Background: an optimization exercise with open tools, aiming at small area and a short achievable clock period. Do not read the settings as production practice.
Where RTL was checked, it was by simulation tests only, not by an equivalence proof against the original.

==> flow/design.v (excerpt) <==
module grad_top (
    input  wire logic        clk,
    input  wire logic        rst,
    input  wire logic        in_valid,
    input  wire logic        sof,
    input  wire logic [7:0]  pixel,
    output logic             out_valid,
    output logic [32:0]      grad
);
Size: about 3200 cells after synthesis, roughly 380 flip-flops, about 46 I/O pins, about 32000 µm² of cells after synthesis.
export LEC_CHECK = 0
export CAP_MARGIN = 20
export CORE_MARGIN = 2
export CORE_UTILIZATION = 40
export CTS_CLUSTER_DIAMETER = 60
export CTS_CLUSTER_SIZE = 40
export SLEW_MARGIN = 20
export SYNTH_HIERARCHICAL = 1
create_clock -name core_clock -period 26.0 [get_ports {clk}]
standard.sh (not shown) runs the stock make flow with config.mk's settings and CLKGATE_MAP_FILE= SYNTH_SCRIPT=/design/flow/synth_recipe.tcl, a recipe that flattens the netlist after the stock synthesis.
==> flow/flow/run.sh <==
#!/bin/bash
# The standard layout (the standard.sh: ORFS with the standard synthesis
# and the standard flow's config.mk and SDC), with a larger setup margin for ORFS's timing
# repair so that it keeps shortening paths past the design's generous period.
set -euo pipefail
MARGIN=$(cat flow/margin.txt)
bash standard.sh SETUP_SLACK_MARGIN=$MARGIN finish > standard.log 2>&1
==> flow/flow/margin.txt <==
14.5
The starting point finished with timing, DRC and antenna clean.
Testbench counts at the start, summed over its fixed seeds: latency cycles 75,055, results 75,055.
Change:
--- a/flow/config.mk
+++ b/flow/config.mk
@@ -8,7 +8,7 @@
 export CAP_MARGIN = 20
 export CORE_MARGIN = 2
-export CORE_UTILIZATION = 40
+export CORE_UTILIZATION = 50
 export CTS_CLUSTER_DIAMETER = 60
-export CTS_CLUSTER_SIZE = 40
+export CTS_CLUSTER_SIZE = 30
 export SLEW_MARGIN = 20
 export SYNTH_HIERARCHICAL = 1
Clock-buffer cell count climbs by 7.
Setup slack improves by 0.013 ns.
Routed wire length climbs by 3.9%.
Sequential cell count is unchanged.
Final cell count drops by about 5%.
Final area is about the same.
Via count climbs by 1.8%.
Change:
==> flow/flow/margin.txt (replaced) <==
14.8
--- a/flow/config.mk
+++ b/flow/config.mk
@@ -8,5 +8,5 @@
 export CAP_MARGIN = 20
 export CORE_MARGIN = 2
-export CORE_UTILIZATION = 50
+export CORE_UTILIZATION = 40
 export CTS_CLUSTER_DIAMETER = 60
 export CTS_CLUSTER_SIZE = 30
Clock-buffer cell count came out higher by 2.
Routed wire length came out lower by 1.5%.
Sequential cell count does not change.
Final area came out higher by 2.9%.
Global-route usage came out lower by 4.1 points.
Hold slack loses 0.025 ns.
Area after synthesis is unchanged.
Fmax is about the same.
Synthesized cell count does not change.
First-iteration DRC count came out lower by 29%.
Change:
==> flow/flow/margin.txt (replaced) <==
14.5
After rerunning: Hold slack gains 0.025 ns; setup slack loses 0.042 ns; sequential share of layout area climbs by 0.84 points; critical path depth climbs by 5; die area stays the same; design area drops by 2.7%; count of clock-buffer cells in the layout drops by 9; area after synthesis does not change; register-to-register slack loses 0.20 ns.


before:
grad_top, a different RTL version from the one above (not shown whole).
Size: roughly 3600 cells after synthesis, about 380 flip-flops, ~34000 um^2 of cells after synthesis.
clock: 26.0 ns
lec_check: 0
cap_margin: 20
core_margin: 2
core_utilization: 40
slew_margin: 20
synth_hierarchical: 1
==> flow/flow/margin.txt <==
15
Scripts as last shown in full above: flow/flow/run.sh
Edits applied to the flow inputs when going from before to after:
==> flow/flow/margin.txt <==
13
after ended with every stage complete and zero timing, DRC or antenna violations. Placer congestion estimate ends up lower on after. Comparing after against before, there is no change at all in depth of the worst hold-timing path. Comparing after with before, the minimum hold slack came out essentially unchanged. In terms of number of hold violations in the final report, before and after differ only marginally. before → after: global routing usage summed across all routing layers now smaller; final worst-path setup slack moved down. Total area of multi-input combinational cells is higher on before. Diff before..after | number of max-slew violations in the final report | unchanged. Die area came out exactly the same in after and before. Routed length on met3 (higher): before. Against before, the final cell area of after is lower.
Function was not checked in any run of this note: the RTL went through the layout flow alone.


grad_top with an RTL version that a note above also has.
Size: about 3,200 cells after synthesis, about 380 flip-flops, about 46 I/O pins.
clock: 26.0 ns
lec_check: 0
cap_margin: 20
core_margin: 2
core_utilization: 40
cts_cluster_diameter: 60
cts_cluster_size: 30
place_density: 0.75
slew_margin: 20
synth_hierarchical: 1
==> flow/flow/margin.txt <==
14.5
Scripts as last shown in full above: flow/flow/run.sh
Testbench counts at the start, summed over its fixed seeds: latency cycles 75,055, results 75,055.
Change:
Settings changed: CTS_CLUSTER_DIAMETER 60 to unset, CTS_CLUSTER_SIZE 30 to unset, PLACE_DENSITY 0.75 to unset.
Area after synthesis stays the same.
First-iteration DRC count is lower by 31%.
Wire length climbs by 4.6%.
Hold slack loses 0.0063 ns.
Change:
Settings changed: CTS_BUF_LIST set to sky130_fd_sc_hd__clkbuf_4 sky130_fd_sc_hd__clkbuf_8.
Routed wire length goes up by 0.71%.
Final area stays flat.
Via count goes up by 0.65%.
Count of clock-buffer cells in the layout goes up by 35.
Cell count goes up by 1.1%.
Area after synthesis does not change.
Core utilization is about the same.
Global-route usage goes up by 0.20 points.


RTL: one of the versions met above, not the one the previous note started from.
For scale: ~3,600 cells after synthesis, roughly 380 flip-flops, roughly 46 I/O pins, about 0.034 mm^2 of cells after synthesis.
clock: 26.0 ns
lec_check: 0
cap_margin: 20
core_margin: 2
core_utilization: 40
slew_margin: 20
synth_hierarchical: 1
Scripts as last shown in full above: flow/flow/run.sh, flow/flow/margin.txt
Rerun with:
==> flow/flow/margin.txt (replaced) <==
14
Critical path depth stays the same; wire length shrinks by a few percent.
Function was not checked in any run of this note: the RTL went through the layout flow alone.

static timing again, ports no longer ideal:
No port has a modelled driver above. Below, the same layouts with a new extraction and two added sets of constraints.
Step 1 (the two cells are an assumption about what drives the block):
set clk [get_ports {clk}]
set_driving_cell -lib_cell sky130_fd_sc_hd__clkbuf_16 $clk
set_driving_cell -lib_cell sky130_fd_sc_hd__buf_2 [delete_from_list [all_inputs] $clk]
Step 2 also shifts input and output timing later by t, the mid clock arrival at the registers, as if the neighbouring blocks saw the same clock.
Three values: ideal ports, drivers, drivers and shift; two values: the first two.
run | shift t [ns] | slack for setup (ns) | hold slack, ns | clock arrival spread, ns | pins driven straight from the clock port
the first run of note 1 | 0.659 | 14.748 / 14.701 / 14.123 | 0.346 / 0.346 / 0.346 | 0.042 / 0.042 | 1
the second run of note 1 | 0.634 | 14.761 / 14.714 / 14.161 | 0.346 / 0.346 / 0.346 | 0.051 / 0.050 | 1
the third run of note 1 | 0.611 | 14.789 / 14.732 / 14.439 | 0.321 / 0.321 / 0.321 | 0.057 / 0.057 | 1
the fourth run of note 1 | 0.657 | 14.746 / 14.692 / 14.123 | 0.346 / 0.346 / 0.346 | 0.043 / 0.043 | 1
before | 0.623 | 14.751 / 14.692 / 14.274 | 0.344 / 0.344 / 0.344 | 0.031 / 0.031 | 1
after | 0.613 | 13.472 / 13.414 / 13.139 | 0.341 / 0.341 / 0.341 | 0.037 / 0.037 | 1
the first run of note 3 | 0.653 | 14.606 / 14.546 / 14.048 | 0.352 / 0.352 / 0.352 | 0.035 / 0.035 | 1
the second run of note 3 | 0.619 | 14.707 / 14.702 / 14.120 | 0.346 / 0.346 / 0.346 | 0.015 / 0.014 | 1
the third run of note 3 | 0.702 | 14.660 / 14.604 / 14.086 | 0.322 / 0.322 / 0.322 | 0.039 / 0.039 | 1
the first run of note 4 | 0.627 | 14.658 / 14.602 / 14.181 | 0.346 / 0.346 / 0.346 | 0.032 / 0.033 | 1
the second run of note 4 | 0.635 | 14.134 / 14.073 / 13.793 | 0.345 / 0.345 / 0.345 | 0.035 / 0.035 | 1
After both steps every run listed still meets setup and hold. For the first run of note 1, which loses most, drivers alone change the setup slack by -0.047 ns; drivers and shift together by -0.625 ns.
